Background: an optimization exercise with open tools, aiming at small area. Do not read the settings as production practice. In this exercise RTL edits were held to simulation tests only and were not proved equivalent to the original. Power is estimated from default activity; no workload was simulated.

--- design/flow/run.sh ---
#!/bin/bash
# synth_recipe.tcl (not shown) runs the flow's synth.tcl, then flattens the netlist and writes it again
# the make line also repeats each setting of config.mk as NAME=value (left out here)
make -C /OpenROAD-flow-scripts/flow DESIGN_CONFIG=/design/flow/config.mk WORK_HOME=/design/flow/orfs CLKGATE_MAP_FILE= SYNTH_SCRIPT=/design/flow/synth_recipe.tcl finish
--- design/flow/config.mk ---
export PLATFORM = sky130hd
export DESIGN_NAME = qspi_cmd_router
export DESIGN_NICKNAME = qspi_cmd_router
export VERILOG_FILES = /design/flow/design.v
export SDC_FILE = /design/flow/constraint.sdc
export NUM_CORES = 4
export LEC_CHECK = 0
export CAP_MARGIN = 20
export CORE_MARGIN = 2
export CORE_UTILIZATION = 40
export CTS_BUF_LIST = sky130_fd_sc_hd__clkbuf_16
export CTS_CLUSTER_DIAMETER = 60
export CTS_CLUSTER_SIZE = 26
export SLEW_MARGIN = 20
--- design/flow/constraint.sdc ---
create_clock -name core_clock -period 8.0 [get_ports {clk}]
set_input_delay 1.6000 -clock core_clock [delete_from_list [all_inputs] [get_ports {clk}]]
set_output_delay 1.6000 -clock core_clock [all_outputs]
set_load 0.01 [all_outputs]
--- design/flow/design.v ---
module qspi_cmd_router (
  input  logic        clk,
  input  logic        reset,
  input  logic        spi_clk,
  input  logic        spi_cs,
  input  logic        spi_di,
  output logic        spi_do,
  output logic        spi_do_enable,
  output logic [1:0]  ram_cs,
  input  logic [1:0]  ram_di,
  output logic [7:0]  cmd_out,
  output logic [31:0] addr_out,
  output logic [11:0] len_out,
  output logic        cmd_strobe,
  output logic [7:0]  sr,
  input  logic [7:0]  sr_in,
  input  logic        sr_in_strobe,
  output logic [7:0]  wbuf_data,
  output logic        wbuf_valid,
  input  logic        wbuf_ready,
  output logic        wbuf_overflow,
  output logic        addr4
);
  localparam logic [2:0] S_IDLE   = 3'd0;
  localparam logic [2:0] S_CMD    = 3'd1;
  localparam logic [2:0] S_ADDR   = 3'd2;
  localparam logic [2:0] S_DUMMY  = 3'd3;
  localparam logic [2:0] S_TX     = 3'd4;
  localparam logic [2:0] S_RX     = 3'd5;
  localparam logic [2:0] S_IGNORE = 3'd6;
  logic [2:0]  r_sclk_pipe;
  logic [2:0]  r_cs_pipe;
  logic [1:0]  r_di_pipe;
  logic [2:0]  r_state;
  logic [2:0]  r_bit_cnt;
  logic [6:0]  r_shift;       
  logic [31:0] r_addr;        
  logic        r_addr_done;
  logic [7:0]  r_opcode;
  logic        r_wel_at_op;
  logic [11:0] r_len;
  logic        r_spi_do;
  logic        r_spi_do_en;
  logic [1:0]  r_ram_cs;
  logic [7:0]  r_sr;
  logic        r_addr4;
  logic [7:0]  r_cmd_out;
  logic [31:0] r_addr_out;
  logic [11:0] r_len_out;
  logic        r_cmd_strobe;
  logic        r_push;
  logic [7:0]  r_push_data;
  logic        r_ovf_clr;
  logic [7:0]  r_ring [32];
  logic [5:0]  r_wp;
  logic [5:0]  r_rp;
  logic        r_pend;
  logic        r_overflow;
  logic        w_sclk_rise;
  logic        w_sclk_fall;
  logic        w_cs_rise;
  logic        w_cs_fall;
  logic        w_cs_high;
  logic        w_di;
  logic        w_run;
  logic        w_start;
  logic        w_rise;
  logic        w_op_end;
  logic        w_in_cmd;
  logic        w_in_addr;
  logic        w_in_tx;
  logic        w_in_rx;
  logic [7:0]  w_byte_next;
  logic        w_byte_done;
  logic        w_addr_last;
  logic        w_local_tx;
  logic [7:0]  w_tx_byte;
  logic [11:0] w_len_inc;
  logic        w_end;
  logic        w_reportable;
  logic        w_pop;
  logic        w_full;
  logic        w_accept;
  logic        w_valid;
  logic        w_wr_now;
  logic        w_wr_pend;
  logic        w_wr0;
  logic        w_wr16;
  logic [7:0]  w_ring_l0 [16];
  logic [7:0]  w_ring_l1 [8];
  logic [7:0]  w_ring_l2 [4];
  logic [7:0]  w_ring_l3 [2];
  logic [7:0]  w_ring_q;
  assign w_sclk_rise  = r_sclk_pipe[1] & ~r_sclk_pipe[2];
  assign w_sclk_fall  = ~r_sclk_pipe[1] & r_sclk_pipe[2];
  assign w_cs_rise    = r_cs_pipe[1] & ~r_cs_pipe[2];
  assign w_cs_fall    = ~r_cs_pipe[1] & r_cs_pipe[2];
  assign w_cs_high    = r_cs_pipe[1];
  assign w_di         = r_di_pipe[1];
  assign w_run        = !w_cs_high && (r_state != S_IDLE);
  assign w_start      = !w_cs_high && (r_state == S_IDLE) && w_cs_fall;
  assign w_rise       = w_run && w_sclk_rise;
  assign w_in_cmd     = (r_state == S_CMD);
  assign w_in_addr    = (r_state == S_ADDR);
  assign w_in_tx      = (r_state == S_TX);
  assign w_in_rx      = (r_state == S_RX);
  assign w_byte_next  = {r_shift, w_di};
  assign w_byte_done  = (r_bit_cnt == 3'd7);
  assign w_op_end     = w_rise && w_in_cmd && w_byte_done;
  assign w_addr_last  = r_addr4 ? r_len[2] : (r_len[1] & r_len[0]);
  assign w_len_inc    = (r_len == 12'hFFF) ? r_len : r_len + 12'd1;
  assign w_local_tx   = r_opcode[7] | r_opcode[2];
  assign w_end        = w_cs_rise && (r_state != S_IDLE) && (r_state != S_CMD);
  assign w_reportable = (r_opcode != 8'h9F) && (r_opcode != 8'h05) &&
                        (r_opcode != 8'h06) && (r_opcode != 8'h04);
  always_comb begin
    w_tx_byte = 8'h00;
    if (!r_opcode[7]) begin
      w_tx_byte = r_sr;
    end else if (r_len[11:2] == '0) begin
      case (r_len[1:0])
        2'd1:    w_tx_byte = 8'hC2;
        2'd2:    w_tx_byte = 8'h20;
        2'd3:    w_tx_byte = 8'h18;
        default: w_tx_byte = 8'h00;
      endcase
    end
  end
  always_ff @(posedge clk) begin
    if (reset) r_cs_pipe <= '0;
    else       r_cs_pipe <= {r_cs_pipe[1:0], spi_cs};
  end
  always_ff @(posedge clk) begin
    r_sclk_pipe <= {r_sclk_pipe[1:0], spi_clk};
    r_di_pipe   <= {r_di_pipe[0], spi_di};
    r_ovf_clr   <= w_op_end && (w_byte_next == 8'h02) && r_sr[1];
    if (w_start) begin
      r_bit_cnt   <= '0;
      r_len       <= '0;
      r_addr_done <= 1'b0;
    end else if (w_rise) begin
      r_bit_cnt <= r_bit_cnt + 3'd1;
      if (w_byte_done) r_len <= w_len_inc;
      if (w_in_addr && w_byte_done && w_addr_last) r_addr_done <= 1'b1;
    end
    if (w_rise) begin
      if (!(w_in_tx && w_local_tx)) r_shift <= w_byte_next[6:0];
      if (w_in_cmd && w_byte_done) begin
        r_opcode    <= w_byte_next;
        r_wel_at_op <= r_sr[1];
      end
      if (w_in_addr) r_addr <= {r_addr[30:0], w_di};
      if (w_in_rx && w_byte_done) r_push_data <= w_byte_next;
    end
    if (w_run && w_sclk_fall && w_in_tx && w_local_tx) begin
      if (r_bit_cnt == 3'd0) r_shift <= w_tx_byte[6:0];
      else                   r_shift <= {r_shift[5:0], 1'b0};
    end
  end
  always_ff @(posedge clk) begin
    if (reset) begin
      r_state      <= S_IDLE;
      r_spi_do     <= 1'b0;
      r_spi_do_en  <= 1'b0;
      r_ram_cs     <= '1;
      r_sr         <= '0;
      r_addr4      <= 1'b0;
      r_cmd_out    <= '0;
      r_addr_out   <= '0;
      r_len_out    <= '0;
      r_cmd_strobe <= 1'b0;
      r_push       <= 1'b0;
    end else begin
      r_cmd_strobe <= 1'b0;
      r_push       <= 1'b0;
      if (w_cs_high) begin
        r_state     <= S_IDLE;
        r_ram_cs    <= '1;
        r_spi_do    <= 1'b0;
        r_spi_do_en <= 1'b0;
        if (w_end) begin
          if (w_reportable) begin
            r_cmd_strobe <= 1'b1;
            r_cmd_out    <= r_opcode;
            r_addr_out   <= r_addr_done ? {r_addr4 ? r_addr[31:24] : 8'h00, r_addr[23:0]} : 32'h0;
            r_len_out    <= r_len;
          end
          if (r_wel_at_op && r_addr_done && !r_opcode[0]) begin
            r_sr[0] <= 1'b1;
            r_sr[1] <= 1'b0;
          end
        end
      end else if (r_state == S_IDLE) begin
        if (w_cs_fall) begin
          r_state  <= S_CMD;
          r_ram_cs <= '0;
        end
      end else begin
        if (w_sclk_rise) begin
          case (r_state)
            S_CMD: begin
              if (w_byte_done) begin
                r_ram_cs <= '1;
                r_state  <= S_IGNORE;
                case (w_byte_next)
                  8'h9F, 8'h05: begin
                    r_state     <= S_TX;
                    r_spi_do_en <= 1'b1;
                  end
                  8'h06: r_sr[1] <= 1'b1;
                  8'h04: r_sr[1] <= 1'b0;
                  8'hB7: r_addr4 <= 1'b1;
                  8'hE9: r_addr4 <= 1'b0;
                  8'h03, 8'h0B: begin
                    r_state  <= S_ADDR;
                    r_ram_cs <= '0;
                  end
                  8'h02, 8'h20: r_state <= S_ADDR;
                  default: ;
                endcase
              end
            end
            S_ADDR: begin
              if (w_byte_done && r_len[0] && !r_len[1] && r_opcode[0])
                r_ram_cs <= r_addr[6] ? 2'b01 : 2'b10;
              if (w_byte_done && w_addr_last) begin
                if (r_opcode[0]) begin
                  if (r_opcode[3]) begin
                    r_state <= S_DUMMY;
                  end else begin
                    r_state     <= S_TX;
                    r_spi_do_en <= 1'b1;
                  end
                end else begin
                  r_state <= r_opcode[1] ? S_RX : S_IGNORE;
                end
              end
            end
            S_DUMMY: begin
              if (w_byte_done) begin
                r_state     <= S_TX;
                r_spi_do_en <= 1'b1;
              end
            end
            S_RX: begin
              if (w_byte_done && r_wel_at_op) r_push <= 1'b1;
            end
            default: ;
          endcase
        end
        if (w_in_tx) begin
          if (!w_local_tx)
            r_spi_do <= r_ram_cs[0] ? ram_di[1] : ram_di[0];
          else if (w_sclk_fall)
            r_spi_do <= (r_bit_cnt == 3'd0) ? w_tx_byte[7] : r_shift[6];
        end
      end
      if (sr_in_strobe) r_sr <= sr_in;
    end
  end
  assign w_valid  = (r_wp != r_rp);
  assign w_full   = (r_wp[5] != r_rp[5]) && (r_wp[4:0] == r_rp[4:0]);
  assign w_pop    = wbuf_ready && w_valid;
  assign w_accept = r_push && (!w_full || w_pop);
  assign w_wr_now  = w_accept && (r_wp[3:0] == 4'hF);
  assign w_wr_pend = r_pend && (r_wp[3:0] == 4'h0);
  assign w_wr0     = (w_wr_now && r_wp[4]) || (w_wr_pend && !r_wp[4]);
  assign w_wr16    = (w_wr_now && !r_wp[4]) || (w_wr_pend && r_wp[4]);
  always_ff @(posedge clk) begin
    if (reset) begin
      r_wp       <= '0;
      r_rp       <= '0;
      r_pend     <= 1'b0;
      r_overflow <= 1'b0;
    end else begin
      r_wp <= r_wp + (w_accept ? 6'd2 : 6'd1);
      r_rp <= r_rp + (w_pop ? 6'd2 : 6'd1);
      if (w_accept && !w_wr_now) r_pend <= 1'b1;
      else if (w_wr_pend)        r_pend <= 1'b0;
      if (r_ovf_clr)                r_overflow <= 1'b0;
      else if (r_push && !w_accept) r_overflow <= 1'b1;
    end
  end
  always_ff @(posedge clk) begin
    for (int i = 1; i < 32; i++) begin
      if (i != 16) r_ring[i] <= r_ring[i-1];
    end
    r_ring[0]  <= w_wr0  ? r_push_data : r_ring[31];
    r_ring[16] <= w_wr16 ? r_push_data : r_ring[15];
  end
  always_comb begin
    for (int i = 0; i < 16; i++) w_ring_l0[i] = r_rp[0] ? r_ring[2*i+1] : r_ring[2*i];
    for (int i = 0; i < 8; i++)  w_ring_l1[i] = r_rp[1] ? w_ring_l0[2*i+1] : w_ring_l0[2*i];
    for (int i = 0; i < 4; i++)  w_ring_l2[i] = r_rp[2] ? w_ring_l1[2*i+1] : w_ring_l1[2*i];
    for (int i = 0; i < 2; i++)  w_ring_l3[i] = r_rp[3] ? w_ring_l2[2*i+1] : w_ring_l2[2*i];
    w_ring_q = r_rp[4] ? w_ring_l3[1] : w_ring_l3[0];
  end
  assign spi_do        = r_spi_do;
  assign spi_do_enable = r_spi_do_en;
  assign ram_cs        = r_ram_cs;
  assign cmd_out       = r_cmd_out;
  assign addr_out      = r_addr_out;
  assign len_out       = r_len_out;
  assign cmd_strobe    = r_cmd_strobe;
  assign sr            = r_sr;
  assign addr4         = r_addr4;
  assign wbuf_data     = (r_pend && (r_wp[4:0] == r_rp[4:0] + 5'd1)) ? r_push_data : w_ring_q;
  assign wbuf_valid    = w_valid;
  assign wbuf_overflow = r_overflow;
endmodule
==> results of run 1 <==
==> synth_stat cells, drive strengths merged, types with 4 or more instances <==
master  number
or4          4
nor3b        6
a31oi        7
inv         17
nand4       15
o21a         4
xnor2       16
o21ai       27
nand2      103
a21o         7
xor2        11
mux2i       13
o41ai        7
edfxtp      56
clkbuf      50
buf         16
mux2        33
o211ai       4
mux4        58
o22ai        8
nor3        15
nor2        50
or3          5
nor4        11
a211oi       6
ha          12
dfxtp      365
nand3       48
and3         4
nand2b      13
o22a         5
a221oi       7
a21oi       69
nor2b       22
==> layout make-up <==
type                    instances  area share
flip-flops and latches        421       0.546
multi-input cells             618       0.294
repair buffers                103      0.0607
clock buffers                  31      0.0471
well taps                     455      0.0346
clock inverters                25      0.0137
inverters                      17     0.00388
==> flip-flops by register name (all words and copies together), names as in the netlist, 6 cells and up <==
register and cells:
r_push_data 8, r_addr_out 32, r_opcode 8, r_len 12
r_wp 6, r_shift 7, r_len_out 12, r_ring 256
r_addr 32, r_sr 8, r_rp 6, r_cmd_out 8
==> worst max-delay path: stages (launching register included) <==
cell and delay, ns:
dfxtp_1 0.60, buf_4 0.39, xor2_1 0.32, xor2_1 0.11, a31o_2 0.30, and2_1 0.31
o41ai_1 0.69, clkdlybuf4s50_1 0.65
==> stage by stage <==
step           power (W)  setup WS, ns  instances   util
2_1_floorplan    0.00264          4.24       1122      -
3_3_place_gp     0.00280          2.95       1614  0.446
3_5_place_dp     0.00280          2.96       1614  0.446
4_1_cts          0.00435          2.34       1670  0.475
5_1_grt          0.00448          2.14       1670  0.475
6_report         0.00428          2.44       1670  0.475
==> layer usage <==
layer	track usage	share of wire	vias to the layer above
li1	-	-	4181
met1	0.237	0.47	4247
met2	0.257	0.44	194
met3	0.0429	0.062	48
met4	0.0459	0.023	0
met5	0	0	-
==> kinds of logic after synthesis <==
kind of cell	after synthesis	share of synthesized area
DFF	421	0.637
muxes	104	0.128
adders and majority gates	14	0.0135
xor gates and xnor gates	27	0.0167
AOI/OAI and AO/OA	166	0.0762
buffers and inverters	83	0.0236
and+or+nand+nor	307	0.105
==> power by group <==
group          leakage [nW]  total [W]  switching, W  internal, W
sequential             3.45    0.00222     0.0000649      0.00216
combinational          1.91   0.000518      0.000274     0.000244
clock                 0.493    0.00154      0.000800     0.000744
total                  5.86    0.00428       0.00114      0.00314
==> worst paths after layout <==
path,start,to,slack [ns],cells past startpoint
max,r_rp[3],wbuf_data[2],2.44,7
min,r_di_pipe[0],r_di_pipe[1],0.31,0
max reg2reg,r_rp[2],r_wp[4],4.58,9
min reg2reg,r_di_pipe[0],r_di_pipe[1],0.31,0
==> summary.txt, run 1 <==
* Post-synthesis cell count at 1122
* Post-Syn Nets at 1153
* Setup TNS at 0 ns
* Ys flop type: dfxtp_1
* Area leader, netlist: dfxtp_1
* Unrepaired setup endpoints after global routing: false
* Vias in the first global route at 8760
* VDD IR max at 0.207 mV
* Total CTS buffers at 30
* Core area at 0.0346 mm^2
* Dpl cell area at 0.0155 mm^2
* Fmax at 0.180 GHz
* Crit path max fanout at 27
* Critical path endpoint category: output pin
* Initial antenna violation count at 0
* DRC at 0
* Tmin final at 5.56 ns
* Layout net count at 1222
* CP Launch Type: flop
* CTS tree: built
* Vias at 8670
* Yosys top cell area share at 0.517
* Leakage at 5.86 nW
* Syn avg cell area at 12.6 um^2
* Area of the die at 0.0368 mm^2
* Initial DRT Pass Iterations at 4
* Footprint of the multi-input gates at 0.00483 mm^2
* Commonest non-fill, non-tap cell in the layout: dfxtp_1
* Htree depth at 1
* Root Buffer: clkbuf_16
* Pwr dens at 260 mW/mm^2
* Worst Hold Class: flop to flop
* Pin count of the biggest net entering global routing at 54
* FILL cells at 3100
* Fin crit share at 0.695
* DR vias/cell at 5.19
* Hold Slack at 0.313 ns
* Synth warn at 6
* Share of layout cells above drive strength 1 at 0.141
* Clk_skew at 0.0145 ns
* Worst Path Required at 6.40 ns
* Max clock buf depth at 3
* First-pass GRT wire length at 48900 um
* Most frequent cells in the layout: dfxtp_1, nand2_1, clkdlybuf4s50_1, a21oi_1, mux4_2
* Initial Utilization at 0.408
* Max_slew headroom at 0.355
* Crit Path Class: flop to output pin
* Max Slew Vio Count at 0
* Port-buffer cells at 92
* Post-synth cell types at 55
* FP Rows at 68
* Cells taking the most area after synthesis: dfxtp_1, edfxtp_1, mux4_2, nand2_1, mux2_2
* GPL Wtd Cong at 0.804
* FF+latch area at 0.00899 mm^2
* MaxCap Viol Count at 0
* Design Area, Final at 0.0165 mm^2
* # IOs at 93
* ANT cells at 0
* CTS Hold Bufs at 0
* DP HPWL at 19600 um
* Post-synth EDFFs at 56
* Final hold vios at 0
* Final setup viols at 0
* Die width at 192 um
* Iteration-0 DRC Markers at 499
* Status: no timing/DRC/antenna violations
* Post_cts resized at 0
* GRT Residual Overflow at 0
* DRT antenna net count at 0
* Slew @ Worst Pin at 0.967 ns
* Netlist Area Pre-Place at 0.0141 mm^2
* Clock latency on the worst-skew pair at 0.58 ns
* Layout Area Growth over Synthesis at 16.6%
* Worst Path Arrival at 3.96 ns
* Synthesis-stage register bit count at 421
* Reg clk slew, reported paths at 0.09 ns
* Routed len/inst at 18.3 um
* Die H at 192 um
* WL final at 30500 um
* Async S/R FF share, synth at 0
* Sequential share of the synthesized area at 0.637
* Post-CTS setup buffers at 0
* All-Layer GR Usage at 0.168
* CTS sink count at 421
==> run 2, diff against run 1 <==
==> design/flow/flow/run.sh (new file) <==
#!/bin/bash
# Own layout flow:
#  1. the standard synthesis (standard.sh synth), unchanged;
#  2. the combinational logic between the registers is re-mapped for area with
#     yosys/abc (remap.ys, remap.abc); the registers are kept as synthesis made
#     them (same instances, names and cell types). If that step fails or changes
#     the registers, the standard netlist is used as it is;
#  3. the standard layout (standard.sh finish) of that netlist, with the
#     port buffers made from sky130_fd_sc_hd__buf_1 cells.
# Each tool's full output goes to a log file in this folder.
set -uo pipefail
here=$(pwd)
res=$here/orfs/results/$FLOW_PLATFORM/qspi_cmd_router/base
lib=$FLOW_HOME/platforms/$FLOW_PLATFORM/lib/sky130_fd_sc_hd__tt_025C_1v80.lib

bash standard.sh synth > $here/log_1_synth.txt 2>&1 || { echo "standard synthesis failed"; exit 1; }

cp $res/1_2_yosys.v $here/standard_netlist.v
sed -e "s#{LIB}#$lib#g" -e "s#{IN}#$here/standard_netlist.v#" -e "s#{TOP}#$FLOW_TOP#g" \
    -e "s#{ABC}#$here/flow/remap.abc#" -e "s#{DONTUSE}#$(cat $here/flow/dont_use.txt)#" \
    -e "s#{STAT}#$here/remap_stat.txt#" -e "s#{OUT}#$here/remapped_netlist.v#" \
    $here/flow/remap.ys > $here/remap_run.ys
yosys -s $here/remap_run.ys > $here/log_2_remap.txt 2>&1
ok=$?
regs() { grep -oE '^\s*sky130_fd_sc_hd__(df|edf|sdf|dl)[a-z0-9_]+\s+[^ (]+' "$1" | awk '{print $1, $2}' | sort; }
if [[ $ok -eq 0 && -s $here/remapped_netlist.v ]] && \
   [[ "$(regs $here/standard_netlist.v)" == "$(regs $here/remapped_netlist.v)" ]] && \
   [[ $(regs $here/standard_netlist.v | wc -l) -gt 0 ]]; then
  echo "remap: registers unchanged, using the re-mapped netlist" | tee -a $here/log_2_remap.txt
  cp $here/remapped_netlist.v $res/1_2_yosys.v
  rm -f $res/1_synth.odb $res/1_synth.sdc
else
  echo "remap: failed or registers differ, keeping the standard netlist" | tee -a $here/log_2_remap.txt
fi

bash standard.sh BUFFER_PORTS_ARGS="-buffer_cell sky130_fd_sc_hd__buf_1" finish > $here/log_3_layout.txt 2>&1 \
  || { echo "layout failed"; tail -30 $here/log_3_layout.txt; exit 1; }
==> design/flow/flow/dont_use.txt (new file) <==
-dont_use sky130_fd_sc_hd__lpflow_bleeder_1 -dont_use sky130_fd_sc_hd__lpflow_clkbufkapwr_1 -dont_use sky130_fd_sc_hd__lpflow_clkbufkapwr_16 -dont_use sky130_fd_sc_hd__lpflow_clkbufkapwr_2 -dont_use sky130_fd_sc_hd__lpflow_clkbufkapwr_4 -dont_use sky130_fd_sc_hd__lpflow_clkbufkapwr_8 -dont_use sky130_fd_sc_hd__lpflow_clkinvkapwr_1 -dont_use sky130_fd_sc_hd__lpflow_clkinvkapwr_16 -dont_use sky130_fd_sc_hd__lpflow_clkinvkapwr_2 -dont_use sky130_fd_sc_hd__lpflow_clkinvkapwr_4 -dont_use sky130_fd_sc_hd__lpflow_clkinvkapwr_8 -dont_use sky130_fd_sc_hd__lpflow_decapkapwr_12 -dont_use sky130_fd_sc_hd__lpflow_decapkapwr_3 -dont_use sky130_fd_sc_hd__lpflow_decapkapwr_4 -dont_use sky130_fd_sc_hd__lpflow_decapkapwr_6 -dont_use sky130_fd_sc_hd__lpflow_decapkapwr_8 -dont_use sky130_fd_sc_hd__lpflow_inputiso0n_1 -dont_use sky130_fd_sc_hd__lpflow_inputiso0p_1 -dont_use sky130_fd_sc_hd__lpflow_inputiso1n_1 -dont_use sky130_fd_sc_hd__lpflow_inputiso1p_1 -dont_use sky130_fd_sc_hd__lpflow_inputisolatch_1 -dont_use sky130_fd_sc_hd__lpflow_isobufsrc_1 -dont_use sky130_fd_sc_hd__lpflow_isobufsrc_16 -dont_use sky130_fd_sc_hd__lpflow_isobufsrc_2 -dont_use sky130_fd_sc_hd__lpflow_isobufsrc_4 -dont_use sky130_fd_sc_hd__lpflow_isobufsrc_8 -dont_use sky130_fd_sc_hd__lpflow_isobufsrckapwr_16 -dont_use sky130_fd_sc_hd__lpflow_lsbuf_lh_hl_isowell_tap_1 -dont_use sky130_fd_sc_hd__lpflow_lsbuf_lh_hl_isowell_tap_2 -dont_use sky130_fd_sc_hd__lpflow_lsbuf_lh_hl_isowell_tap_4 -dont_use sky130_fd_sc_hd__lpflow_lsbuf_lh_isowell_4 -dont_use sky130_fd_sc_hd__lpflow_lsbuf_lh_isowell_tap_1 -dont_use sky130_fd_sc_hd__lpflow_lsbuf_lh_isowell_tap_2 -dont_use sky130_fd_sc_hd__lpflow_lsbuf_lh_isowell_tap_4 -dont_use sky130_fd_sc_hd__probe_p_8 -dont_use sky130_fd_sc_hd__probec_p_8 
==> design/flow/flow/remap.abc (new file) <==
strash
&get -n
&fraig -x
&deepsyn -T 60
&dch -f
&nf -R 1000
&put
==> design/flow/flow/remap.ys (new file) <==
# Re-map the combinational logic of the standard synthesis netlist for area.
# Every register instance (name, cell type, connections) is kept as it is.
read_liberty -ignore_miss_func {LIB}
read_verilog {IN}
hierarchy -top {TOP}
setattr -mod -set keep_hierarchy 1 sky130_fd_sc_hd__df* sky130_fd_sc_hd__edf* sky130_fd_sc_hd__sdf* sky130_fd_sc_hd__dl*
flatten
rename -hide w:*.*
opt_clean -purge
techmap
opt -fast
abc -script {ABC} -liberty {LIB} {DONTUSE}
opt_clean -purge
hilomap -singleton -hicell sky130_fd_sc_hd__conb_1 HI -locell sky130_fd_sc_hd__conb_1 LO
splitnets
opt_clean -purge
insbuf -buf sky130_fd_sc_hd__buf_4 A X
tee -o {STAT} stat -liberty {LIB}
select {TOP}
write_verilog -noattr -nohex -nodec -selected {OUT}
==> design/flow/standard.sh (new file) <==
#!/bin/bash
# synth_recipe.tcl (not shown) runs the flow's synth.tcl, then flattens the netlist and writes it again
# the make line also repeats each setting of config.mk as NAME=value (left out here)
make -C /OpenROAD-flow-scripts/flow DESIGN_CONFIG=/design/flow/config.mk WORK_HOME=/design/flow/orfs CLKGATE_MAP_FILE= SYNTH_SCRIPT=/design/flow/synth_recipe.tcl "${@:-finish}"
removed: design/flow/run.sh
==> summary.txt, run 2 <==
* Top Registers: r_ring (256), r_addr (32), r_addr_out (32)
* Worst Path Required at 6.40 ns
* Worst path bufs/invs at 2
* Hold Slack at 0.332 ns
* Share of layout cells above drive strength 1 at 0.0546
* Root Buffer: clkbuf_16
* Max clock buf depth at 3
* Critical R2R Launch: r_rp[4]
* FP Rows at 64
* Worst Hold Class: flop to flop
* All-Layer GR Usage at 0.169
* DRT antenna net count at 0
* Iteration-0 DRC Markers at 772
* Max Slew Vio Count at 0
* Crit-path slowest cell: dfxtp_1
* Post_cts resized at 0
* Htree depth at 1
* Layout net count at 1151
* Pin count of the biggest net entering global routing at 60
* Crit path max fanout at 59
* Unrepaired setup endpoints after global routing: false
* DR vias/cell at 5.51
* CTS Hold Bufs at 0
* Post-Syn Nets at 1020
* Setup crit start: r_rp[1]
* Routed len/inst at 18.4 um
* Layout Area Growth over Synthesis at 14.7%
* Setup TNS at 0 ns
* Reg2Reg Depth at 11
* Netlist Area Pre-Place at 0.0126 mm^2
* CTS sink count at 421
* Fin crit share at 0.650
* Most frequent cells in the layout: dfxtp_1, a21oi_1, buf_1, nand2_1, a22o_1
* Clock latency on the worst-skew pair at 0.56 ns
* CTS tree: built
* First-pass GRT wire length at 45200 um
* Tmin final at 5.20 ns
* ANT cells at 0
* Reg clk slew, reported paths at 0.08 ns
* Top reg by flops: r_ring
* GRT Residual Overflow at 0
* GPL Wtd Cong at 0.789
* Synth warn at 6
* Slowest stage delay, CP at 0.59 ns
* CP Depth at 8
* Post-synthesis cell count at 1003
* Critical-path cell list: and2_2, buf_4, nor2_1, a2111oi_0, o221ai_2, o21ai_0, o21a_1, buf_1
* Status: no timing/DRC/antenna violations
* DRC at 0
* Area of the die at 0.0329 mm^2
* Total CTS buffers at 27
* Family with the most delay on the worst path: compound AO/OA/AOI/OAI gates
* Vias at 8541
* Critical path endpoint category: output pin
* Die width at 181 um
* Worst Path Arrival at 3.60 ns
* Crit Path Class: flop to output pin
* Crit Reg-Reg Endpoint: r_ring[0][4]
* Max_slew headroom at 0.326
* Clk_skew at 0.0238 ns
* Final hold vios at 0
* Fmax at 0.192 GHz
* Initial antenna violation count at 0
* Flip-flop count of the largest register after layout at 256
* Reg2reg setup slack at 4.04 ns
* Vias in the first global route at 8096
* DP HPWL at 17600 um
* Syn avg cell area at 12.6 um^2
* # IOs at 93
* Port-buffer cells at 92
* VDD IR max at 0.154 mV
* Core area at 0.0308 mm^2
* Pwr dens at 267 mW/mm^2
* CP Launch Type: flop
* Die H at 181 um
* Post-CTS setup buffers at 0
* Final setup viols at 0
* Commonest non-fill, non-tap cell in the layout: dfxtp_1
* Initial Utilization at 0.409
* Slew @ Worst Pin at 1.01 ns
* MaxCap Viol Count at 0
* CP Capture Point: wbuf_data[2]
* Initial DRT Pass Iterations at 5
* WL final at 28500 um
* Leakage at 5.22 nW
==> run 2: how the worst min path moves through the flow <==
stage | from | to | slack, ns | cells past startpoint
6_report | r_di_pipe[0] | r_di_pipe[1] | 0.33 | 0
5_1_grt | r_ring[5][7] | r_ring[6][7] | 0.35 | 0
4_1_cts | r_di_pipe[0] | r_di_pipe[1] | 0.33 | 0
3_5_place_dp | r_di_pipe[0] | r_di_pipe[1] | 0.31 | 0
3_3_place_gp | r_di_pipe[0] | r_di_pipe[1] | 0.31 | 0
2_1_floorplan | r_di_pipe[0] | r_di_pipe[1] | 0.31 | 0
==> run 2: where the power goes <==
| part | internal [W] | switching, W |
|---|---|---|
| Clock | 0.000690 | 0.000765 |
| Sequential | 0.00214 | 0.0000199 |
| Combinational | 0.0000660 | 0.000176 |
==> run 2: through the flow <==
stage               cell area [um^2]  worst slack, ns  total power, W  instances  utilization
global route                   14500             2.49         0.00400       1549        0.469
finish                         14500             2.80         0.00386       1549        0.469
CTS                            14500             2.72         0.00389       1549        0.469
global placement               13600             3.46         0.00245       1501        0.440
floorplan                      12600             2.93         0.00235       1003            -
detailed placement             13600             3.37         0.00246       1501        0.440
==> run 2: layout make-up <==
type,count,area [um^2]
fill,2790,16400
sequential,421,8990
multi-input combinational,565,3590
clock buffer,27,676
tap,396,495
timing repair buffer,102,420
clock inverter,21,219
inverter,17,63.8
==> run 2: metal layers <==
layer / up-vias / wire length (um) / GRT usage
met5: - / 0 / 0
met4: 0 / 473 / 0.0384
met2: 285 / 12500 / 0.262
li1: 4100 / - / -
met1: 4121 / 13400 / 0.243
met3: 35 / 2070 / 0.0355
==> run 3, diff against run 2 <==
==> design/flow/flow/run.sh (replaced) <==
#!/bin/bash
# Own layout flow:
#  1. the standard synthesis (standard.sh synth), unchanged;
#  2. the combinational logic between the registers is re-mapped for area with
#     yosys/abc (remap.ys, remap.abc: abc's &deepsyn, four random seeds in
#     parallel, the smallest result is kept). The registers are kept as
#     synthesis made them (same instances, names and cell types); if the step
#     fails or changes the registers, the standard netlist is used as it is;
#  3. the standard layout (standard.sh finish) of that netlist, with the
#     port buffers made from sky130_fd_sc_hd__buf_1 cells and a clock tree of
#     sky130_fd_sc_hd__clkbuf_4 cells over clusters of at most 10 registers,
#     without dummy loads.
# Each tool's full output goes to a log file in this folder.
set -uo pipefail
here=$(pwd)
res=$here/orfs/results/$FLOW_PLATFORM/qspi_cmd_router/base
lib=$FLOW_HOME/platforms/$FLOW_PLATFORM/lib/sky130_fd_sc_hd__tt_025C_1v80.lib
T=150

bash standard.sh synth > $here/log_1_synth.txt 2>&1 || { echo "standard synthesis failed"; exit 1; }
cp $res/1_2_yosys.v $here/standard_netlist.v

regs() { grep -oE '^\s*sky130_fd_sc_hd__(df|edf|sdf|dl)[a-z0-9_]+\s+[^ (]+' "$1" | awk '{print $1, $2}' | sort; }
regs $here/standard_netlist.v > $here/standard_regs.txt

best=""; best_area=""
for s in 1 2 3 4; do
  sed -e "s#{T}#$T#" -e "s#{S}#$s#" $here/flow/remap.abc > $here/remap_$s.abc
  sed -e "s#{LIB}#$lib#g" -e "s#{IN}#$here/standard_netlist.v#" -e "s#{TOP}#$FLOW_TOP#g" \
      -e "s#{ABC}#$here/remap_$s.abc#" -e "s#{DONTUSE}#$(cat $here/flow/dont_use.txt)#" \
      -e "s#{STAT}#$here/remap_stat_$s.txt#" -e "s#{OUT}#$here/remapped_netlist_$s.v#" \
      $here/flow/remap.ys > $here/remap_run_$s.ys
  yosys -s $here/remap_run_$s.ys > $here/log_2_remap_$s.txt 2>&1 &
done
wait
for s in 1 2 3 4; do
  f=$here/remapped_netlist_$s.v
  [[ -s $f ]] || continue
  [[ -s $here/standard_regs.txt ]] || continue
  regs $f | cmp -s - $here/standard_regs.txt || { echo "seed $s: registers differ"; continue; }
  a=$(grep "top module" $here/remap_stat_$s.txt | awk '{print $NF}')
  [[ -n "$a" ]] || continue
  echo "seed $s: area $a"
  if [[ -z "$best_area" ]] || awk "BEGIN{exit !($a < $best_area)}"; then best=$f; best_area=$a; fi
done > $here/log_2_remap_choice.txt
if [[ -n "$best" ]]; then
  echo "using $best ($best_area)" >> $here/log_2_remap_choice.txt
  cp $best $res/1_2_yosys.v
  rm -f $res/1_synth.odb $res/1_synth.sdc
else
  echo "remap failed, keeping the standard netlist" >> $here/log_2_remap_choice.txt
fi

cts="-sink_clustering_enable -repair_clock_nets -sink_clustering_size 10 -sink_clustering_max_diameter 40 -buf_list sky130_fd_sc_hd__clkbuf_4 -dont_use_dummy_load"
bash standard.sh BUFFER_PORTS_ARGS="-buffer_cell sky130_fd_sc_hd__buf_1" CTS_ARGS="$cts" finish > $here/log_3_layout.txt 2>&1 \
  || { echo "layout failed"; tail -30 $here/log_3_layout.txt; exit 1; }
==> design/flow/flow/remap.abc (replaced) <==
strash
&get -n
&fraig -x
&deepsyn -T {T} -S {S}
&dch -f
&nf -R 1000
&put
--- a/design/flow/config.mk
+++ b/design/flow/config.mk
@@ -8,7 +8,4 @@
 export CAP_MARGIN = 20
 export CORE_MARGIN = 2
 export CORE_UTILIZATION = 40
-export CTS_BUF_LIST = sky130_fd_sc_hd__clkbuf_16
-export CTS_CLUSTER_DIAMETER = 60
-export CTS_CLUSTER_SIZE = 26
 export SLEW_MARGIN = 20
==> summary.txt, run 3 <==
* Status: no timing/DRC/antenna violations
* Total CTS buffers at 53
* Unrepaired setup endpoints after global routing: false
* Final setup viols at 0
* Syn avg cell area at 12.7 um^2
* Commonest non-fill, non-tap cell in the layout: dfxtp_1
* Post-CTS setup buffers at 0
* Fmax at 0.187 GHz
* CP Launch Type: flop
* Fin crit share at 0.670
* Max Slew Vio Count at 0
* Max_slew headroom at 0.347
* Reg clk slew, reported paths at 0.10 ns
* Port-buffer cells at 92
* Vias at 8546
* Crit Path Class: flop to output pin
* Reg2reg setup slack at 4.63 ns
* Share of layout cells above drive strength 1 at 0.0644
* Area of the die at 0.0328 mm^2
* # IOs at 93
* Netlist Area Pre-Place at 0.0126 mm^2
* CTS sink count at 421
* Most frequent cells in the layout: dfxtp_1, a21oi_1, nand2_1, buf_1, a22o_1
* Htree depth at 2
* Layout Area Growth over Synthesis at 11.0%
* MaxCap Viol Count at 0
* Crit path max fanout at 31
* FP Rows at 64
* WL final at 28500 um
* Layout net count at 1168
* Clk_skew at 0.129 ns
* Routed len/inst at 18.4 um
* Critical path endpoint category: output pin
* Post-synthesis cell count at 992
* Die H at 181 um
* Initial DRT Pass Iterations at 7
* Synth warn at 6
* Final hold vios at 0
* Slew @ Worst Pin at 0.978 ns
* Dpl cell area at 0.0135 mm^2
* Post-Syn Nets at 1009
* DRT antenna net count at 0
* First-pass GRT wire length at 45100 um
* Worst Hold Class: flop to flop
* GRT Residual Overflow at 0
* DP HPWL at 17200 um
* Design Area, Final at 0.0139 mm^2
* Hold Slack at 0.252 ns
* Iteration-0 DRC Markers at 794
* CTS Hold Bufs at 0
* Setup TNS at 0 ns
* VDD IR max at 0.115 mV
* Top Registers: r_ring (256), r_addr (32), r_addr_out (32)
* Final setup margin at 2.64 ns
* GPL Wtd Cong at 0.813
* Initial antenna violation count at 1
* CTS tree: built
* DR vias/cell at 5.53
* Vias in the first global route at 8323
* Pwr dens at 240 mW/mm^2
* Top reg by flops: r_ring
* All-Layer GR Usage at 0.171
* DRC at 0
* Core area at 0.0307 mm^2
* Initial Utilization at 0.409
* Worst Path Arrival at 3.76 ns
* Post-Place Setup Slack at 3.33 ns
* Worst Path Required at 6.40 ns
* Clock latency on the worst-skew pair at 0.73 ns
* Tmin final at 5.36 ns
* Root Buffer: clkbuf_4
* Max clock buf depth at 3
* Die width at 181 um
* Flip-flop count of the largest register after layout at 256
* Leakage at 5.01 nW
* Overall Power at 0.00334 W
* Post_cts resized at 0
* Pin count of the biggest net entering global routing at 62
[run 3: power by group]
part	switching (W)	total, W	internal, W
Combinational	0.000171	0.000232	0.0000611
Sequential	0.0000219	0.00217	0.00215
Clock	0.000638	0.000941	0.000303
Total	0.000831	0.00334	0.00251
[run 3: per-stage QoR]
stage | util | std cells
3_3_place_gp | 0.440 | 1492
4_1_cts | 0.453 | 1545
6_report | 0.453 | 1546
3_5_place_dp | 0.440 | 1492
5_1_grt | 0.453 | 1546
2_1_floorplan | - | 992
[run 3: layer usage]
| layer | global-route usage | share of wire | up-vias |
|---|---|---|---|
| met5 | 0 | 0 | - |
| met4 | 0.0644 | 0.029 | 0 |
| met3 | 0.0349 | 0.056 | 68 |
| met2 | 0.274 | 0.45 | 245 |
| met1 | 0.229 | 0.46 | 4132 |
| li1 | - | - | 4101 |
[run 3: final timing paths]
path | startpoint | end | depth (start not counted)
min reg2reg | r_ring[21][3] | r_ring[22][3] | 0
max | r_rp[1] | wbuf_data[7] | 11
max reg2reg | r_rp[3] | r_ring[0][6] | 14
min | r_ring[21][3] | r_ring[22][3] | 0
[run 3: cell type report]
class                      count  area (um^2)
clock buffer                  53          398
fill                        2898        16800
multi-input combinational    563         3590
antenna                        1         2.50
tap                          396          495
sequential                   421         8990
inverter                       8         30.0
timing repair buffer         104          435
[run 3: worst max-delay path, cell delays in order, from the launching register on]
cell     delay, ns
dfxtp_1       0.63
nor2b_4       0.78
buf_4         0.48
a22oi_1       0.12
nand2_1       0.11
a21oi_1       0.04
a21oi_1       0.16
nand3_1       0.09
a31oi_1       0.16
nand4_1       0.10
o21ai_0       0.24
buf_1         0.19
==> run 4, diff against run 3 <==
--- a/design/flow/design.v
+++ b/design/flow/design.v
@@ -52,8 +52,9 @@
   logic [7:0]  r_push_data;
   logic        r_ovf_clr;
   logic [7:0]  r_ring [32];
-  logic [5:0]  r_wp;
-  logic [5:0]  r_rp;
+  logic [4:0]  r_rp;
+  logic [5:0]  r_count;
+  logic [4:0]  w_wp;
   logic        r_pend;
   logic        r_overflow;
   logic        w_sclk_rise;
@@ -258,23 +259,29 @@
       if (sr_in_strobe) r_sr <= sr_in;
     end
   end
-  assign w_valid  = (r_wp != r_rp);
-  assign w_full   = (r_wp[5] != r_rp[5]) && (r_wp[4:0] == r_rp[4:0]);
+  assign w_wp     = r_rp + r_count[4:0];
+  assign w_valid  = (r_count != '0);
+  assign w_full   = r_count[5];
   assign w_pop    = wbuf_ready && w_valid;
   assign w_accept = r_push && (!w_full || w_pop);
-  assign w_wr_now  = w_accept && (r_wp[3:0] == 4'hF);
-  assign w_wr_pend = r_pend && (r_wp[3:0] == 4'h0);
-  assign w_wr0     = (w_wr_now && r_wp[4]) || (w_wr_pend && !r_wp[4]);
-  assign w_wr16    = (w_wr_now && !r_wp[4]) || (w_wr_pend && r_wp[4]);
+  assign w_wr_now  = w_accept && (w_wp[3:0] == 4'hF);
+  assign w_wr_pend = r_pend && (w_wp[3:0] == 4'h0);
+  assign w_wr0     = (w_wr_now && w_wp[4]) || (w_wr_pend && !w_wp[4]);
+  assign w_wr16    = (w_wr_now && !w_wp[4]) || (w_wr_pend && w_wp[4]);
+  always_ff @(posedge clk) begin
+    r_rp <= r_rp + (w_pop ? 5'd2 : 5'd1);
+  end
   always_ff @(posedge clk) begin
     if (reset) begin
-      r_wp       <= '0;
-      r_rp       <= '0;
+      r_count    <= '0;
       r_pend     <= 1'b0;
       r_overflow <= 1'b0;
     end else begin
-      r_wp <= r_wp + (w_accept ? 6'd2 : 6'd1);
-      r_rp <= r_rp + (w_pop ? 6'd2 : 6'd1);
+      case ({w_accept, w_pop})
+        2'b10:   r_count <= r_count + 6'd1;
+        2'b01:   r_count <= r_count - 6'd1;
+        default: r_count <= r_count;
+      endcase
       if (w_accept && !w_wr_now) r_pend <= 1'b1;
       else if (w_wr_pend)        r_pend <= 1'b0;
       if (r_ovf_clr)                r_overflow <= 1'b0;
@@ -304,7 +311,7 @@
   assign cmd_strobe    = r_cmd_strobe;
   assign sr            = r_sr;
   assign addr4         = r_addr4;
-  assign wbuf_data     = (r_pend && (r_wp[4:0] == r_rp[4:0] + 5'd1)) ? r_push_data : w_ring_q;
+  assign wbuf_data     = (r_pend && (r_count == 6'd1)) ? r_push_data : w_ring_q;
   assign wbuf_valid    = w_valid;
   assign wbuf_overflow = r_overflow;
 endmodule
--- a/design/flow/flow/run.sh
+++ b/design/flow/flow/run.sh
@@ -15,7 +15,7 @@
 here=$(pwd)
 res=$here/orfs/results/$FLOW_PLATFORM/qspi_cmd_router/base
 lib=$FLOW_HOME/platforms/$FLOW_PLATFORM/lib/sky130_fd_sc_hd__tt_025C_1v80.lib
-T=150
+T=200
 
 bash standard.sh synth > $here/log_1_synth.txt 2>&1 || { echo "standard synthesis failed"; exit 1; }
 cp $res/1_2_yosys.v $here/standard_netlist.v
==> summary.txt, run 4 <==
* CTS Hold Bufs at 0
* Post-synthesis cell count at 990
* GPL Wtd Cong at 0.794
* Commonest non-fill, non-tap cell in the layout: dfxtp_1
* Clk_skew at 0.117 ns
* Hold Slack at 0.234 ns
* FILL cells at 2887
* Synth warn at 6
* Total CTS buffers at 53
* Pin count of the biggest net entering global routing at 53
* Syn avg cell area at 12.6 um^2
* Fin crit share at 0.616
* Core area at 0.0307 mm^2
* Slew @ Worst Pin at 1.06 ns
* Max_slew headroom at 0.288
* Area of the die at 0.0327 mm^2
* Root Buffer: clkbuf_4
* Flip-flop count of the largest register after layout at 256
* Max clock buf depth at 3
* P_sw at 0.000664 W
* Fmax at 0.203 GHz
* Die width at 181 um
* CP Launch Type: flop
* MaxCap Viol Count at 0
* # IOs at 93
* WL final at 28200 um
* Setup crit start: r_rp[2]
* CTS tree: built
* Iteration-0 DRC Markers at 583
* Port-buffer cells at 92
* Critical path endpoint category: output pin
* DP HPWL at 16900 um
* Crit Path Class: flop to output pin
* Layout net count at 1170
* CTS sink count at 420
* GRT Residual Overflow at 0
* Sequential power share at 0.689
* First-pass GRT wire length at 45200 um
* Clock network fraction of total power at 0.301
* Most frequent cells in the layout: dfxtp_1, o22ai_1, nor2_1, buf_1, a22o_1
* Die H at 181 um
* Critical R2R Launch: r_state[1]
* Max Slew Vio Count at 0
* Layout Area Growth over Synthesis at 11.0%
* Tmin final at 4.92 ns
* DR vias/cell at 5.47
* Post-CTS setup buffers at 0
* Reg2Reg Depth at 11
* Initial DRT Pass Iterations at 5
* Post-Syn Nets at 1007
* DRT antenna net count at 0
* Initial antenna violation count at 1
* Setup TNS at 0 ns
* FP Rows at 64
* Worst Hold Class: flop to flop
* Status: no timing/DRC/antenna violations
* Int Pwr at 0.00245 W
* Combinational share of power at 0.011
* Initial Utilization at 0.408
* Reg2reg setup slack at 4.90 ns
* Clock latency on the worst-skew pair at 0.71 ns
* Dpl cell area at 0.0135 mm^2
* Vias in the first global route at 8266
* Final setup viols at 0
* Crit path max fanout at 31
* Share of layout cells above drive strength 1 at 0.0617
* Leakage at 5.13 nW
* Htree depth at 2
* Reg clk slew, reported paths at 0.10 ns
* Sw Share at 0.213
* Final hold vios at 0
* Pwr dens at 224 mW/mm^2
* CP Capture Point: wbuf_data[3]
* Top reg by flops: r_ring
* Worst Path Required at 6.40 ns
* Worst Path Arrival at 3.32 ns
* Util after Layout at 0.453
* Netlist Area Pre-Place at 0.0125 mm^2
* All-Layer GR Usage at 0.170
* Crit Reg-Reg Endpoint: r_len[9]
* Vias at 8469
* DRC at 0
* VDD IR max at 0.0908 mV
* Post_cts resized at 0
* Design Area, Final at 0.0139 mm^2
* Routed len/inst at 18.2 um
* Unrepaired setup endpoints after global routing: false
* Top Registers: r_ring (256), r_addr (32), r_addr_out (32)
-- run 4: power by group through the flow --
stage / logic (W) / registers [W] / clock network (W)
floorplan: 0.0000186 / 0.00219 / 0
global placement: 0.0000330 / 0.00220 / 0
detailed placement: 0.0000333 / 0.00220 / 0
CTS: 0.0000335 / 0.00215 / 0.000976
global route: 0.0000376 / 0.00215 / 0.00105
finish: 0.0000334 / 0.00215 / 0.000937
-- run 4: how the worst min path moves through the flow --
stage | from | slack (ns) | cells past startpoint | to
2_1_floorplan | r_di_pipe[0] | 0.31 | 0 | r_di_pipe[1]
6_report | r_ring[19][2] | 0.23 | 0 | r_ring[20][2]
5_1_grt | r_ring[19][2] | 0.25 | 0 | r_ring[20][2]
3_3_place_gp | r_sclk_pipe[0] | 0.31 | 0 | r_sclk_pipe[1]
3_5_place_dp | r_di_pipe[0] | 0.31 | 0 | r_di_pipe[1]
4_1_cts | r_ring[19][2] | 0.24 | 0 | r_ring[20][2]
-- run 4: layer usage --
layer	track usage	up-vias	part of all wire	wire length (um)
met5	0	-	0	0
met4	0.0587	0	0.023	643
met1	0.238	4126	0.49	13700
met3	0.0304	54	0.043	1220
li1	-	4082	-	-
met2	0.264	207	0.45	12600
-- run 4: final cells by class --
type / instances / area [um^2] / area share
Inverter: 5 / 18.8 / 0.00135
Clock buffer: 53 / 398 / 0.0286
Multi-Input combinational cell: 565 / 3540 / 0.255
Timing Repair Buffer: 108 / 465 / 0.0335
Sequential cell: 420 / 8970 / 0.646
Antenna cell: 1 / 2.50 / 0.000180
Tap cell: 396 / 495 / 0.0357
-- run 4: critical path: stages (launching register included) --
cell       delay, ns
dfxtp_1         0.56
nand2b_1        0.20
or2_1           0.12
buf_4           0.40
o22ai_1         0.15
nor4_1          0.25
o21ai_0         0.12
a2111oi_0       0.47
o21ai_0         0.15
nand2_1         0.09
buf_1           0.16
-- run 4: metrics by stage --
stage | power (W) | instances | setup slack [ns]
after floorplan | 0.00221 | 990 | 3.70
final | 0.00312 | 1548 | 3.08
after detailed placement | 0.00223 | 1493 | 3.77
after global routing | 0.00324 | 1548 | 2.59
after global placement | 0.00223 | 1493 | 3.91
after CTS | 0.00316 | 1546 | 3.01
==> run 5, diff against run 4 <==
--- a/design/flow/flow/run.sh
+++ b/design/flow/flow/run.sh
@@ -2,8 +2,8 @@
 # Own layout flow:
 #  1. the standard synthesis (standard.sh synth), unchanged;
 #  2. the combinational logic between the registers is re-mapped for area with
-#     yosys/abc (remap.ys, remap.abc: abc's &deepsyn, four random seeds in
-#     parallel, the smallest result is kept). The registers are kept as
+#     yosys/abc (remap.ys, remap.abc: abc's &deepsyn with twelve random seeds,
+#     four at a time; the smallest result is kept). The registers are kept as
 #     synthesis made them (same instances, names and cell types); if the step
 #     fails or changes the registers, the standard netlist is used as it is;
 #  3. the standard layout (standard.sh finish) of that netlist, with the
@@ -15,7 +15,6 @@
 here=$(pwd)
 res=$here/orfs/results/$FLOW_PLATFORM/qspi_cmd_router/base
 lib=$FLOW_HOME/platforms/$FLOW_PLATFORM/lib/sky130_fd_sc_hd__tt_025C_1v80.lib
-T=200
 
 bash standard.sh synth > $here/log_1_synth.txt 2>&1 || { echo "standard synthesis failed"; exit 1; }
 cp $res/1_2_yosys.v $here/standard_netlist.v
@@ -24,16 +23,20 @@
 regs $here/standard_netlist.v > $here/standard_regs.txt
 
 best=""; best_area=""
-for s in 1 2 3 4; do
-  sed -e "s#{T}#$T#" -e "s#{S}#$s#" $here/flow/remap.abc > $here/remap_$s.abc
+remap_one() {
+  local s=$1
+  sed -e "s#{S}#$s#" $here/flow/remap.abc > $here/remap_$s.abc
   sed -e "s#{LIB}#$lib#g" -e "s#{IN}#$here/standard_netlist.v#" -e "s#{TOP}#$FLOW_TOP#g" \
       -e "s#{ABC}#$here/remap_$s.abc#" -e "s#{DONTUSE}#$(cat $here/flow/dont_use.txt)#" \
       -e "s#{STAT}#$here/remap_stat_$s.txt#" -e "s#{OUT}#$here/remapped_netlist_$s.v#" \
       $here/flow/remap.ys > $here/remap_run_$s.ys
-  yosys -s $here/remap_run_$s.ys > $here/log_2_remap_$s.txt 2>&1 &
+  yosys -s $here/remap_run_$s.ys > $here/log_2_remap_$s.txt 2>&1
+}
+for batch in "1 2 3 4" "5 6 7 8" "9 10 11 12"; do
+  for s in $batch; do remap_one $s & done
+  wait
 done
-wait
-for s in 1 2 3 4; do
+for s in $(seq 1 12); do
   f=$here/remapped_netlist_$s.v
   [[ -s $f ]] || continue
   [[ -s $here/standard_regs.txt ]] || continue
==> design/flow/flow/remap.abc (replaced) <==
strash
&get -n
&fraig -x
&deepsyn -J 100 -S {S}
&dch -f
&nf -R 1000
&put
--- a/design/flow/config.mk
+++ b/design/flow/config.mk
@@ -5,7 +5,7 @@
 export SDC_FILE = /design/flow/constraint.sdc
 export NUM_CORES = 4
 export LEC_CHECK = 0
-export CAP_MARGIN = 20
+export CAP_MARGIN = 10
 export CORE_MARGIN = 2
 export CORE_UTILIZATION = 40
-export SLEW_MARGIN = 20
+export SLEW_MARGIN = 10
==> summary.txt, run 5 <==
* First-pass GRT wire length at 45100 um
* Most frequent cells in the layout: dfxtp_1, o22ai_1, buf_1, nor2_1, a22o_1
* GPL Wtd Cong at 0.810
* Dpl cell area at 0.0135 mm^2
* Final setup viols at 0
* Design Area, Final at 0.0139 mm^2
* Post-CTS setup buffers at 0
* Max clock buf depth at 3
* Worst Hold Class: flop to flop
* Clock latency on the worst-skew pair at 0.71 ns
* Pwr dens at 225 mW/mm^2
* Iteration-0 DRC Markers at 575
* Leakage at 5.14 nW
* Core area at 0.0307 mm^2
* Slew @ Worst Pin at 1.14 ns
* Unrepaired setup endpoints after global routing: false
* CTS tree: built
* FP Rows at 64
* Post_cts resized at 0
* Post-synthesis cell count at 979
* CTS Hold Bufs at 0
* Worst Path Required at 6.40 ns
* Die width at 181 um
* Sequential power share at 0.689
* All-Layer GR Usage at 0.170
* Status: no timing/DRC/antenna violations
* DRT antenna net count at 0
* FILL cells at 2866
* Htree depth at 2
* CP Launch Type: flop
* P_sw at 0.000662 W
* Clk_skew at 0.0909 ns
* Overall Power at 0.00311 W
* MaxCap Viol Count at 0
* GRT Residual Overflow at 0
* Fin crit share at 0.599
* Setup TNS at 0 ns
* Crit path max fanout at 32
* Commonest non-fill, non-tap cell in the layout: dfxtp_1
* Critical R2R Launch: r_rp[0]
* DRC at 0
* Final hold vios at 0
* Flip-flop count of the largest register after layout at 256
* Hold Slack at 0.295 ns
* Synth warn at 6
* Root Buffer: clkbuf_4
* Layout net count at 1156
* Int Pwr at 0.00245 W
* Sw Share at 0.213
* # IOs at 93
* VDD IR max at 0.117 mV
* Initial Utilization at 0.408
* Share of layout cells above drive strength 1 at 0.0598
* Die H at 181 um
* Layout Area Growth over Synthesis at 10.8%
* Total CTS buffers at 53
* Worst hold start: r_ring[14][7]
* Post-Syn Nets at 996
* CTS sink count at 420
* Top reg by flops: r_ring
* Critical path endpoint category: output pin
* Port-buffer cells at 92
* Initial DRT Pass Iterations at 7
* Combinational share of power at 0.010
* Worst Path Arrival at 3.19 ns
* Max Slew Vio Count at 0
* Routed len/inst at 18.6 um
* Netlist Area Pre-Place at 0.0125 mm^2
* Reg clk slew, reported paths at 0.11 ns
* Crit Path Class: flop to output pin
* Syn avg cell area at 12.8 um^2
* Vias in the first global route at 8106
* DP HPWL at 17000 um
* Area of the die at 0.0327 mm^2
* Clock network fraction of total power at 0.302
* Setup crit start: r_rp[1]
* Tmin final at 4.79 ns
* Vias at 8340
* Fmax at 0.209 GHz
* Max_slew headroom at 0.236
* WL final at 28600 um
* Placed insts at 1480
* Pin count of the biggest net entering global routing at 37
* Fin cells at 1534
* Initial antenna violation count at 1
* Top Registers: r_ring (256), r_addr (32), r_addr_out (32)
* DR vias/cell at 5.44
[run 5: cell types whose count changed in the layout (fill, tap and decap cells not counted), moves of 4 or more]
cell / delta
o22ai_1: +6
clkinv_1: +7
a211oi_1: -5
o22a_1: +4
a21o_1: +4
nand2_1: -5
nor2_1: -21
nand2b_1: -4
[run 5: path summary, 6_finish.rpt]
path	cells after the start	to	slack (ns)
max reg2reg	8	r_ring[0][3]	4.62
max	8	wbuf_data[1]	3.21
min reg2reg	0	r_ring[15][7]	0.29
min	0	r_ring[15][7]	0.29
[run 5: stage by stage]
step / utilization / setup slack [ns]
after CTS: 0.452 / 3.12
final: 0.452 / 3.21
after floorplan: - / 3.81
after global placement: 0.439 / 3.88
after global routing: 0.452 / 2.85
after detailed placement: 0.439 / 3.85
[run 5: power by group through the flow]
stage	clock, W	combinational (W)	sequential [W]
2_1_floorplan	0	0.0000156	0.00219
3_3_place_gp	0	0.0000294	0.00219
3_5_place_dp	0	0.0000300	0.00219
4_1_cts	0.000977	0.0000300	0.00214
5_1_grt	0.00106	0.0000341	0.00215
6_report	0.000938	0.0000298	0.00214
[run 5: per-layer routing]
metal  wire length, um  up-vias  track usage
met2             12700      208        0.264
met1             13800     4033        0.244
li1                  -     4055            -
met5                 0        -            0
met3              1530       44       0.0333
met4               527        0       0.0468
[run 5: critical path, cell delays in order (launching register included)]
cell	delay [ns]
dfxtp_1	0.58
or3_2	0.72
o22a_1	0.23
o221ai_1	0.10
nor3_1	0.16
o22ai_1	0.11
nor4_1	0.31
a21o_1	0.17
buf_1	0.16
[run 5: final cells by class]
type / count / area, um^2 / area share
inverter: 12 / 45.0 / 0.00325
timing repair buffer: 105 / 443 / 0.0320
tap: 396 / 495 / 0.0358
clock buffer: 53 / 398 / 0.0287
multi-input combinational: 547 / 3500 / 0.253
sequential: 420 / 8970 / 0.647
antenna: 1 / 2.50 / 0.000181
==> run 6, diff against run 5 <==
==> design/flow/flow/run.sh (replaced) <==
#!/bin/bash
# Own layout flow:
#  1. the standard synthesis (standard.sh synth), unchanged;
#  2. the combinational logic between the registers is re-mapped for area with
#     yosys/abc (remap.ys, remap.abc: abc's &deepsyn). Round 1 tries eight
#     random seeds on the standard netlist, rounds 2 and 3 four seeds each on
#     the smallest netlist so far; four runs at a time. The registers are kept
#     as synthesis made them (same instances, names and cell types): a result
#     whose registers differ from the standard netlist's is discarded, and if
#     no result is left the standard netlist is used as it is;
#  3. the standard layout (standard.sh finish) of that netlist, with the
#     port buffers made from sky130_fd_sc_hd__buf_1 cells and a clock tree of
#     sky130_fd_sc_hd__clkbuf_4 cells over clusters of at most 10 registers,
#     without dummy loads.
# Each tool's full output goes to a log file in this folder.
set -uo pipefail
here=$(pwd)
res=$here/orfs/results/$FLOW_PLATFORM/qspi_cmd_router/base
lib=$FLOW_HOME/platforms/$FLOW_PLATFORM/lib/sky130_fd_sc_hd__tt_025C_1v80.lib
mkdir -p $here/remap

bash standard.sh synth > $here/log_1_synth.txt 2>&1 || { echo "standard synthesis failed"; exit 1; }
cp $res/1_2_yosys.v $here/standard_netlist.v

regs() { grep -oE '^\s*sky130_fd_sc_hd__(df|edf|sdf|dl)[a-z0-9_]+\s+[^ (]+' "$1" | awk '{print $1, $2}' | sort; }
regs $here/standard_netlist.v > $here/standard_regs.txt

# remap_one ROUND SEED INPUT
remap_one() {
  local r=$1 s=$2 in=$3 d=$here/remap/r$1_s$2
  mkdir -p $d
  sed -e "s#{S}#$s#" $here/flow/remap.abc > $d/remap.abc
  sed -e "s#{LIB}#$lib#g" -e "s#{IN}#$in#" -e "s#{TOP}#$FLOW_TOP#g" \
      -e "s#{ABC}#$d/remap.abc#" -e "s#{DONTUSE}#$(cat $here/flow/dont_use.txt)#" \
      -e "s#{STAT}#$d/stat.txt#" -e "s#{OUT}#$d/netlist.v#" \
      $here/flow/remap.ys > $d/remap.ys
  yosys -s $d/remap.ys > $here/log_2_remap_r$1_s$2.txt 2>&1
}

best=""; best_area=""
pick() {  # pick ROUND SEEDS...
  local r=$1; shift
  for s in "$@"; do
    local d=$here/remap/r${r}_s$s
    [[ -s $d/netlist.v && -s $here/standard_regs.txt ]] || { echo "round $r seed $s: no result"; continue; }
    regs $d/netlist.v | cmp -s - $here/standard_regs.txt || { echo "round $r seed $s: registers differ"; continue; }
    local a=$(grep "top module" $d/stat.txt | awk '{print $NF}')
    [[ -n "$a" ]] || continue
    echo "round $r seed $s: area $a"
    if [[ -z "$best_area" ]] || awk "BEGIN{exit !($a < $best_area)}"; then best=$d/netlist.v; best_area=$a; fi
  done
}

for s in 1 2 3 4; do remap_one 1 $s $here/standard_netlist.v & done; wait
for s in 5 6 7 8; do remap_one 1 $s $here/standard_netlist.v & done; wait
pick 1 1 2 3 4 5 6 7 8 >> $here/log_2_remap_choice.txt
for r in 2 3; do
  [[ -n "$best" ]] || break
  in=$best
  for s in 1 2 3 4; do remap_one $r $s $in & done; wait
  pick $r 1 2 3 4 >> $here/log_2_remap_choice.txt
done
if [[ -n "$best" ]]; then
  echo "using $best ($best_area)" >> $here/log_2_remap_choice.txt
  cp $best $res/1_2_yosys.v
  rm -f $res/1_synth.odb $res/1_synth.sdc
else
  echo "remap failed, keeping the standard netlist" >> $here/log_2_remap_choice.txt
fi

cts="-sink_clustering_enable -repair_clock_nets -sink_clustering_size 10 -sink_clustering_max_diameter 40 -buf_list sky130_fd_sc_hd__clkbuf_4 -dont_use_dummy_load"
bash standard.sh BUFFER_PORTS_ARGS="-buffer_cell sky130_fd_sc_hd__buf_1" CTS_ARGS="$cts" finish > $here/log_3_layout.txt 2>&1 \
  || { echo "layout failed"; tail -30 $here/log_3_layout.txt; exit 1; }
==> summary.txt, run 6 <==
* Status: no timing/DRC/antenna violations
* Fin crit share at 0.593
* Post-CTS setup buffers at 0
* Die width at 181 um
* Share of layout cells above drive strength 1 at 0.0614
* DRC at 0
* DP HPWL at 17000 um
* All-Layer GR Usage at 0.171
* Syn avg cell area at 12.6 um^2
* Leakage at 5.15 nW
* Vias in the first global route at 8528
* DR vias/cell at 5.49
* FF+latch area at 0.00897 mm^2
* Clk_skew at 0.106 ns
* Flip-flop count of the largest register after layout at 256
* FP Rows at 64
* CTS sink count at 420
* Reg2Reg Depth at 10
* Final setup margin at 3.26 ns
* Max clock buf depth at 3
* Top reg by flops: r_ring
* Core area at 0.0307 mm^2
* CP Launch Type: flop
* Synth warn at 6
* FILL cells at 2870
* Routed len/inst at 18.3 um
* Initial DRT Pass Iterations at 5
* Post-synthesis cell count at 995
* WL final at 28400 um
* Overall Power at 0.00364 W
* GPL Wtd Cong at 0.780
* Total CTS buffers at 53
* Crit path max fanout at 31
* Vias at 8525
* Crit Reg-Reg Endpoint: r_len[6]
* Footprint of the multi-input gates at 0.00353 mm^2
* GRT Residual Overflow at 0
* Port-buffer cells at 92
* Max_slew headroom at 0.243
* Fmax at 0.211 GHz
* VDD IR max at 0.129 mV
* DRT antenna net count at 0
* Worst Path Required at 6.40 ns
* Slew @ Worst Pin at 1.13 ns
* CP Capture Point: wbuf_data[3]
* Util after Layout at 0.453
* Area of the die at 0.0327 mm^2
* Worst Hold Class: flop to flop
* First-pass GRT wire length at 45500 um
* # IOs at 93
* Clock latency on the worst-skew pair at 0.72 ns
* Critical path endpoint category: output pin
* Reg clk slew, reported paths at 0.10 ns
* Worst Path Arrival at 3.14 ns
* Unrepaired setup endpoints after global routing: false
* Initial antenna violation count at 1
* Post-Place Setup Slack at 3.91 ns
* CTS Hold Bufs at 0
* Iteration-0 DRC Markers at 674
* Die H at 181 um
* Top Registers: r_ring (256), r_addr (32), r_addr_out (32)
* Htree depth at 2
* Commonest non-fill, non-tap cell in the layout: dfxtp_1
* Post_cts resized at 0
* Max Slew Vio Count at 0
* Netlist Area Pre-Place at 0.0125 mm^2
* Post-Syn Nets at 1012
* Crit Path Class: flop to output pin
* Root Buffer: clkbuf_4
* Tmin final at 4.74 ns
* Reg2reg setup slack at 4.75 ns
* Most frequent cells in the layout: dfxtp_1, o22ai_1, buf_1, nor2_1, a22o_1
* CTS tree: built
* Final setup viols at 0
* Pwr dens at 262 mW/mm^2
* Final hold vios at 0
* Layout Area Growth over Synthesis at 11.0%
* MaxCap Viol Count at 0
* Pin count of the biggest net entering global routing at 39
* Setup crit start: r_rp[1]
* Setup TNS at 0 ns
* Layout net count at 1175
* Initial Utilization at 0.408
* Critical R2R Launch: r_state[1]
[run 6: worst min path at each step]
stage,to,cells past startpoint,slack [ns],from
6_report,r_ring[18][0],0,0.27,r_ring[17][0]
2_1_floorplan,r_di_pipe[1],0,0.31,r_di_pipe[0]
3_5_place_dp,r_di_pipe[1],0,0.32,r_di_pipe[0]
4_1_cts,r_ring[28][0],0,0.27,r_ring[27][0]
5_1_grt,r_ring[31][0],0,0.26,r_ring[30][0]
3_3_place_gp,r_sclk_pipe[1],0,0.31,r_sclk_pipe[0]
[run 6: cell type report]
cell class	instances	share of cell area
Inverter	6	0.00162
Timing Repair Buffer	108	0.0335
Tap cell	396	0.0357
Clock buffer	53	0.0287
Antenna cell	1	0.000180
Sequential cell	420	0.646
Multi-Input combinational cell	569	0.254
[run 6: critical path: stages (launching register included)]
cell and delay [ns]:
dfxtp_1 0.54, nor2b_1 0.15, nand2_1 0.10, buf_4 0.39
o22ai_1 0.16, nor4_1 0.30, o221ai_1 0.18, a222oi_1 0.35
a22o_1 0.20, buf_1 0.15
[run 6: power by group]
group | total, W | switching [W] | leakage, nW | internal [W]
combinational | 0.000526 | 0.000303 | 1.47 | 0.000223
sequential | 0.00218 | 0.0000336 | 3.44 | 0.00215
clock | 0.000934 | 0.000630 | 0.244 | 0.000304
total | 0.00364 | 0.000967 | 5.15 | 0.00267
[run 6: through the flow]
| stage | std cells | hold WS (ns) | instance area (um^2) |
|---|---|---|---|
| global route | 1553 | 0.262 | 13900 |
| detailed placement | 1499 | 0.317 | 13500 |
| finish | 1553 | 0.269 | 13900 |
| CTS | 1552 | 0.274 | 13900 |
| floorplan | 995 | 0.310 | 12500 |
| global placement | 1499 | 0.312 | 13500 |
[run 6: per-layer routing]
| layer | part of all wire | GRT usage |
|---|---|---|
| met1 | 0.48 | 0.238 |
| met2 | 0.45 | 0.268 |
| met3 | 0.047 | 0.0302 |
| met4 | 0.027 | 0.0597 |
| met5 | 0 | 0 |

==> port drivers added, routing unchanged <==
Ports are ideal in the flow. The routed layouts listed here were re-timed in OpenROAD.
Step 1: set_driving_cell puts a clkbuf_16 on clk and a buf_2 on each other input, an assumption about the parent block.
Step 2 moves the port delays by t, midway between the first and last clock arrival at a register: inputs arrive t later, outputs are due t later. That takes back most of the time a late clock gives input paths.
Three values: ideal ports, drivers, drivers and shift; two values: the first two.
| run | t, ns | slack for setup (ns) | hold slack, ns | clock arrival spread, ns |
|---|---|---|---|---|
| run 1 | 0.617 | 2.443 / 2.396 / 3.013 | 0.313 / 0.313 / 0.313 | 0.017 / 0.017 |
| run 2 | 0.595 | 2.800 / 2.750 / 3.345 | 0.332 / 0.332 / 0.332 | 0.025 / 0.025 |
| run 3 | 0.714 | 2.639 / 2.591 / 3.304 | 0.252 / 0.252 / 0.252 | 0.129 / 0.129 |
| run 4 | 0.691 | 3.076 / 3.030 / 3.721 | 0.234 / 0.234 / 0.234 | 0.152 / 0.151 |
| run 5 | 0.695 | 3.205 / 3.161 / 3.855 | 0.295 / 0.295 / 0.295 | 0.118 / 0.117 |
| run 6 | 0.711 | 3.259 / 3.211 / 3.921 | 0.269 / 0.269 / 0.269 | 0.117 / 0.117 |
After both steps setup and hold are still met in every run listed.
